What follows belongs to an exercise in optimizing a design on an open flow for small area and few clock cycles per item; a production flow would make more cautious choices. Where RTL was checked, it was by simulation tests only, not by an equivalence proof against the original.

== run A ==
==> flow/design.v (excerpt) <==
module mac_prime2r #(
  parameter int MAX_TERMS = 1024,
  parameter int CNT_W     = 11
) (
  input  logic         clk,
  input  logic         rst_n,
  input  logic         in_valid,
  output logic         in_ready,
  input  logic         in_last,
  input  logic [23:0]  a,
  input  logic [23:0]  b,
  output logic         out_valid,
  input  logic         out_ready,
  output logic [69:0]  c,
  output logic         err
);
  if ((2 ** CNT_W) <= MAX_TERMS) begin : g_cnt_w_check
    $error("mac_prime2r: CNT_W too narrow for MAX_TERMS");
  end
  logic        acc_keep_s;    
  logic        in_xfer_s;
  logic [23:0] bg_s;          
  logic [69:0] acc_r;         
  logic        out_valid_r;
  logic        fresh_r;       
  assign in_ready   = ~out_valid_r | out_ready;
  assign in_xfer_s  = in_valid & in_ready;
  assign acc_keep_s = ~(fresh_r & in_xfer_s);
  assign bg_s       = b & {24{in_xfer_s}};
  assign out_valid  = out_valid_r;
  assign c          = acc_r;
  logic [69:0] nacc;
  assign nacc = ~(acc_r & {70{acc_keep_s}});
  logic [11:0] bo_one, bo_two, bo_neg;
  logic [299:0] nbp;       
  logic [25:0] b_ext;
  logic [11:0] bo_none, bo_ntwo;
  logic [23:0] na;
  assign na = ~a;
  assign bo_none = ~bo_one;
  assign bo_ntwo = ~bo_two;
  logic [25:0] a_ext;
  assign b_ext = {1'b0, bg_s, 1'b0};    
  assign a_ext = {1'b0, a, 1'b0};       
  for (genvar k = 0; k < 12; k++) begin : g_booth
    assign bo_one[k] = b_ext[2*k+1] ^ b_ext[2*k];
    assign bo_two[k] = (b_ext[2*k+2] & ~b_ext[2*k+1] & ~b_ext[2*k]) |
                       (~b_ext[2*k+2] & b_ext[2*k+1] & b_ext[2*k]);
    assign bo_neg[k] = b_ext[2*k+2];
    assign nbp[k*25] = ~((a[0] & bo_one[k]) ^ bo_neg[k]);
    assign nbp[k*25+24] = ~((a[23] & bo_two[k]) ^ bo_neg[k]);
    for (genvar i = 1; i < 24; i++) begin : g_sel
      logic sel;    
      mac_o22ai u_sel (.a1(na[i]), .a2(bo_none[k]), .b1(na[i-1]), .b2(bo_ntwo[k]), .y(sel));
      mac_xnor u_neg (.x(sel), .y(bo_neg[k]), .s(nbp[k*25+i]));
    end
  end
  logic [23:0] nbt;               
  assign nbt = ~(a & {24{bg_s[23]}});
  logic [301:0] fs, fc;
  logic [8:0] hs, hc;
  logic [31:0] ns, nc;
  ...
For scale: roughly 1,800 cells after synthesis, roughly 83 flip-flops, roughly 130 I/O pins, ~17,000 um2 of cells after synthesis.
==> flow/config.mk <==
export PLATFORM = sky130hd
export DESIGN_NAME = mac_prime2r
export DESIGN_NICKNAME = mac_prime2r
export VERILOG_FILES = /design/flow/design.v
export SDC_FILE = /design/flow/constraint.sdc
export NUM_CORES = 4
export LEC_CHECK = 0
export CAP_MARGIN = 20
export CORE_MARGIN = 2
export CORE_UTILIZATION = 40
export GPL_TIMING_DRIVEN = 0
export SLEW_MARGIN = 20
export SYNTH_HIERARCHICAL = 1
==> flow/constraint.sdc <==
create_clock -name core_clock -period 8.0 [get_ports {clk}]
set_input_delay 1.6000 -clock core_clock [delete_from_list [all_inputs] [get_ports {clk}]]
set_output_delay 1.6000 -clock core_clock [all_outputs]
set_load 0.01 [all_outputs]
standard.sh (not shown) runs the stock make flow with config.mk's settings and CLKGATE_MAP_FILE= SYNTH_SCRIPT=/design/flow/synth_recipe.tcl, a recipe that flattens the netlist after the stock synthesis.
==> flow/flow/run.sh <==
#!/bin/bash
# Own layout flow: the standard flow (standard.sh), with the standard
# synthesis unchanged, then the layout steps with a few extra ORFS settings
# read from flow/knobs.txt (one VAR=value per line):
#  - port buffers are plain buffers instead of the default delay-cell choice,
#  - optional extra repair/recovery settings.
# Each step's full output goes to its own log file in this folder.
set -euo pipefail
here=$(pwd)
knobs=()
if [[ -f flow/knobs.txt ]]; then
  while IFS= read -r line; do
    [[ -z "$line" || "$line" == \#* ]] && continue
    knobs+=("$line")
  done < flow/knobs.txt
fi
bash standard.sh synth > "$here/flow_synth.log" 2>&1
bash standard.sh "${knobs[@]}" finish > "$here/flow_layout.log" 2>&1
test -s out/final.def
==> flow/flow/knobs.txt <==
BUFFER_PORTS_ARGS=-buffer_cell sky130_fd_sc_hd__buf_1
RECOVER_POWER=100
The flow completed for run A, but it is not clean: the layout still shows negative setup slack.
Changes in run B relative to run A:
# run A
export LEC_CHECK = 0
export CAP_MARGIN = 20
export CORE_MARGIN = 2
export CORE_UTILIZATION = 40
export GPL_TIMING_DRIVEN = 0
export SLEW_MARGIN = 20
export SYNTH_HIERARCHICAL = 1
create_clock -name core_clock -period 8.0 [get_ports {clk}]
# run B
export LEC_CHECK = 0
export CAP_MARGIN = 20
export CORE_MARGIN = 2
export CORE_UTILIZATION = 40
export SLEW_MARGIN = 20
export SYNTH_HIERARCHICAL = 1
create_clock -name core_clock -period 8.0 [get_ports {clk}]
==> flow/run.sh (new file) <==
#!/bin/bash
# synth_recipe.tcl (not shown) runs the flow's synth.tcl, then flattens the netlist and writes it again
# the make line also repeats each setting of config.mk as NAME=value (left out here)
make -C /OpenROAD-flow-scripts/flow DESIGN_CONFIG=/design/flow/config.mk WORK_HOME=/design/flow/orfs CLKGATE_MAP_FILE= SYNTH_SCRIPT=/design/flow/synth_recipe.tcl finish
removed: flow/flow/run.sh
removed: flow/flow/knobs.txt
removed: flow/standard.sh
## What came out
Run B ended with every stage complete and zero timing, DRC or antenna violations.
When the final numbers for run B and run A were put side by side, the maximum frequency turned out to be greater in run B.
Run B: final-layout worst hold slack higher than run A
Worst-case reg-to-reg path depth up 1 in run B wrt run A
Diff run A..run B | number of instances on the worst hold path | unchanged
Run B vs run A — sum of net half-perimeters after detailed placement rose 7200 um.
In the metrics for run B and run A, the one carrying the lower global-route usage is run B.
Where cell area is concerned, run A is better than run B.
The inputs of run C differ from those of run B as listed below.
# run B
export LEC_CHECK = 0
export CAP_MARGIN = 20
export CORE_MARGIN = 2
export CORE_UTILIZATION = 40
export SLEW_MARGIN = 20
export SYNTH_HIERARCHICAL = 1
create_clock -name core_clock -period 8.0 [get_ports {clk}]
# run C
export LEC_CHECK = 0
export CAP_MARGIN = 20
export CORE_MARGIN = 2
export CORE_UTILIZATION = 40
export GPL_TIMING_DRIVEN = 0
export SLEW_MARGIN = 20
export SYNTH_HIERARCHICAL = 1
create_clock -name core_clock -period 8.0 [get_ports {clk}]
==> flow/flow/run.sh (new file) <==
#!/bin/bash
# Own layout flow: the standard flow (standard.sh), with the standard
# synthesis unchanged, then the layout steps with a few extra ORFS settings
# read from flow/knobs.txt (one VAR=value per line):
#  - port buffers are plain buffers instead of the default delay-cell choice,
#  - optional extra repair/recovery settings.
# Each step's full output goes to its own log file in this folder.
set -euo pipefail
here=$(pwd)
knobs=()
if [[ -f flow/knobs.txt ]]; then
  while IFS= read -r line; do
    [[ -z "$line" || "$line" == \#* ]] && continue
    knobs+=("$line")
  done < flow/knobs.txt
fi
bash standard.sh synth > "$here/flow_synth.log" 2>&1
bash standard.sh "${knobs[@]}" finish > "$here/flow_layout.log" 2>&1
test -s out/final.def
==> flow/flow/knobs.txt (new file) <==
BUFFER_PORTS_ARGS=-buffer_cell sky130_fd_sc_hd__buf_1
==> flow/standard.sh (new file) <==
#!/bin/bash
# synth_recipe.tcl (not shown) runs the flow's synth.tcl, then flattens the netlist and writes it again
# the make line also repeats each setting of config.mk as NAME=value (left out here)
make -C /OpenROAD-flow-scripts/flow DESIGN_CONFIG=/design/flow/config.mk WORK_HOME=/design/flow/orfs CLKGATE_MAP_FILE= SYNTH_SCRIPT=/design/flow/synth_recipe.tcl "${@:-finish}"
removed: flow/run.sh
==> results.txt <==
Run C finished all stages; layout check result: FAIL, due to negative setup slack.
Per the comparison of run C with run B, number of cell instances on the worst register-to-register path decreased by 3.7% relative to the old numbers; data required time of the critical path decreased by 20 ps relative to the old numbers; worst slew margin relative to its limit decreased by 52 points relative to the old numbers; cell count decreased by 272 relative to the old numbers.
Changes in run D relative to run C:
==> flow/run.sh (new file) <==
#!/bin/bash
# synth_recipe.tcl (not shown) runs the flow's synth.tcl, then flattens the netlist and writes it again
# the make line also repeats each setting of config.mk as NAME=value (left out here)
make -C /OpenROAD-flow-scripts/flow DESIGN_CONFIG=/design/flow/config.mk WORK_HOME=/design/flow/orfs CLKGATE_MAP_FILE= SYNTH_SCRIPT=/design/flow/synth_recipe.tcl finish
removed: flow/flow/run.sh
removed: flow/flow/knobs.txt
removed: flow/standard.sh
==> results.txt <==
Run D completed end to end; final checks failed (negative setup slack). The clock-cell share of area on run D is in line with that on run C. Reported for run C and run D, overall die height turned out identical to the last digit. Re fraction of the mapped netlist area in adder cells: no difference whatsoever between run C and run D. Of run C and run D, the lower via count belongs to run C. Reported for run C and run D, total die area turned out identical to the last digit. Capturing element of the worst setup path = acc_r[39]: run D; capturing element of the worst setup path = acc_r[47]: run C. Going from run C to run D, non-clock buffer count grew by more than a quarter. Comparing run C and run D, number of standard cells in the final layout excluding fillers is higher on run D.
No run of this note included a check of the RTL's function; only the layout flow was run.

---

## wip/maple
Another version of the RTL of mac_prime2r (not shown whole).
Size: ~1700 cells after synthesis, roughly 83 flip-flops, roughly 17000 µm² of cells after synthesis.
export LEC_CHECK = 0
export CAP_MARGIN = 10
export CORE_MARGIN = 2
export CORE_UTILIZATION = 60
export CTS_BUF_LIST = sky130_fd_sc_hd__clkbuf_8 sky130_fd_sc_hd__clkbuf_16
export GPL_TIMING_DRIVEN = 0
export SLEW_MARGIN = 10
export SYNTH_HIERARCHICAL = 1
export TNS_END_PERCENT = 0
create_clock -name core_clock -period 8.0 [get_ports {clk}]
==> flow/flow/run.sh <==
#!/bin/bash
# Own layout flow: the standard flow (standard.sh), with the standard
# synthesis unchanged, then the layout steps with a few extra ORFS settings
# read from flow/knobs.txt (one VAR=value per line):
#  - port buffers are plain buffers instead of the default delay-cell choice,
#  - optional extra repair/recovery settings.
# Each step's full output goes to its own log file in this folder.
set -euo pipefail
here=$(pwd)
knobs=()
if [[ -f flow/knobs.txt ]]; then
  while IFS= read -r line; do
    [[ -z "$line" || "$line" == \#* ]] && continue
    knobs+=("$line")
  done < flow/knobs.txt
fi
bash standard.sh synth > "$here/flow_synth.log" 2>&1
bash standard.sh "${knobs[@]}" finish > "$here/flow_layout.log" 2>&1
test -s out/final.def
==> flow/flow/knobs.txt <==
BUFFER_PORTS_ARGS=-buffer_cell sky130_fd_sc_hd__buf_1
REMOVE_ABC_BUFFERS=1
wip/maple has completed all stages; timing, DRC and antenna checks passed.
Testbench counts of wip/maple, summed over its fixed seeds: cycles 31,914, items 31,906.
--- input diff wip/maple..wip/harbor ---
- SLEW_MARGIN changed from 10 to 0
- TNS_END_PERCENT removed (was 0)
- CTS_BUF_LIST changed from sky130_fd_sc_hd__clkbuf_8 sky130_fd_sc_hd__clkbuf_16 to sky130_fd_sc_hd__clkbuf_8
- CAP_MARGIN changed from 10 to 0
[summary]
- Against wip/maple, first-pass GRT wire length in wip/harbor fell slightly.
- wip/harbor ended up with a higher final-layout fill cell count than wip/maple did.
- In the flow results for wip/harbor and wip/maple, the count of inverters not on the clock network in the layout is larger on wip/harbor.
The following lists how wip/zinc was set up differently from wip/harbor:
- CTS_BUF_LIST: sky130_fd_sc_hd__clkbuf_8 -> sky130_fd_sc_hd__clkbuf_8 sky130_fd_sc_hd__clkbuf_16
--- outcome ---
- On non-clock buffer count: between wip/harbor and wip/zinc, it ends up lower for wip/harbor.
- Final cell count essentially unchanged between wip/harbor and wip/zinc.
- In the flow results for wip/harbor and wip/zinc, the inverter count of the layout excluding clock inverters is smaller on wip/zinc.
- Of wip/harbor and wip/zinc, the run reporting the lower met3 wire length was wip/harbor.
- On maximum frequency, wip/harbor and wip/zinc are neck and neck.
Input-level comparison between wip/violet and wip/zinc:
- CAP_MARGIN now 10, was 0
- SLEW_MARGIN now 10, was 0
- As far as area fraction in and, or, nand and nor cells after synthesis goes, wip/zinc and wip/violet are indistinguishable; the numbers are identical.
- Diff wip/zinc -> wip/violet: transition time at the pin with the least slew margin went down 0.017 ns; delay of the slowest critical-path stage lower; number of non-clock buffers increased by 8 relative to the old numbers; clock-cell share of area barely changed; initial antenna violation count up 1.
- Compared to wip/zinc, the router laid down more metal wire for wip/violet.
- Sequential share of layout area essentially unchanged between wip/zinc and wip/violet.
Relative to wip/violet, the following input files were edited for wip/umber:
- an added PLACE_DENSITY of 0.75
## What came out
- wip/umber ended with less non-clock buffer instance count of the final layout than wip/violet.
- Adder and majority gate portion of the synthesized area: wip/umber vs wip/violet identical
- On post-route minimum period, wip/violet beats wip/umber.
- Delta (wip/umber minus wip/violet): via count higher; met2 wirelength from detailed routing lower; design area roughly the same.
- Higher number of antenna violations at the first check in global routing among wip/violet and wip/umber: wip/violet
- Re detail-routed via count per cell: wip/violet and wip/umber aren't equal, and the higher value belongs to wip/umber.
### wip/umber -> wip/delta
- a change of CTS_BUF_LIST from sky130_fd_sc_hd__clkbuf_8 sky130_fd_sc_hd__clkbuf_16 to sky130_fd_sc_hd__clkbuf_8
- a deleted PLACE_DENSITY that had been 0.75
## What came out
Result for wip/delta and wip/umber: all clean
| time the worst path needs with I/O delays and setup | wip/delta vs wip/umber | worse |
The number of cells on the critical path reported for wip/delta is greater than that of wip/umber by 3.
Per the comparison of wip/delta with wip/umber, post-synthesis to final-layout area growth moved down; post-route cell area now smaller; met1 wire length increased 8.9%; final critical-path setup slack went down by 0.015 ns.
wip/delta vs wip/umber: period utilization up in wip/delta
Placed wire-length estimate after detailed placement shrinks by a few percent when moving from wip/umber to wip/delta.
The maximum clock frequency of wip/umber and that of wip/delta are within noise of each other.
For share of final-layout standard cells stronger than drive strength 1, wip/delta and wip/umber come out practically identical.

## separate check: timing with driven ports
The flow's constraints put no driver on any port. The routed layouts listed below were extracted and timed again, unchanged, in two steps.
Step 1 assumes that a clkbuf_16 drives the clock port and a buf_2 every other input.
Step 2, shift: input delay + t, output delay - t, t = (earliest + latest rising clock arrival at the registers) / 2. This alone moves slack from input paths to output paths.
Slacks: ideal ports / drivers / drivers and shift; pairs: ideal ports / drivers.
run | t, ns | setup slack, ns | worst data-port slew with drivers (ns) | cell pins on the clock port's net
run A | 0.444 | -0.178 / -0.178 / -0.622 | 0.11 | 1
run B | 0.445 | 0.127 / 0.155 / -0.290 | 0.06 | 1
run C | 0.444 | -0.179 / -0.174 / -0.618 | 0.11 | 1
run D | 0.447 | -0.184 / -0.161 / -0.608 | 0.09 | 1
wip/maple | 0.426 | 0.244 / 0.274 / -0.152 | 0.05 | 1
wip/harbor | 0.456 | 0.224 / 0.248 / -0.208 | 0.04 | 1
wip/zinc | 0.420 | 0.240 / 0.271 / -0.149 | 0.04 | 1
wip/violet | 0.426 | 0.244 / 0.274 / -0.152 | 0.05 | 1
wip/umber | 0.425 | 0.177 / 0.205 / -0.220 | 0.05 | 1
wip/delta | 0.461 | 0.162 / 0.186 / -0.275 | 0.05 | 1
Met with ideal ports but missed after step 2: setup timing in 7 of these runs. The setup slack of run A, which loses most, moves by 0.000 ns with the drivers and by -0.444 ns with both steps.
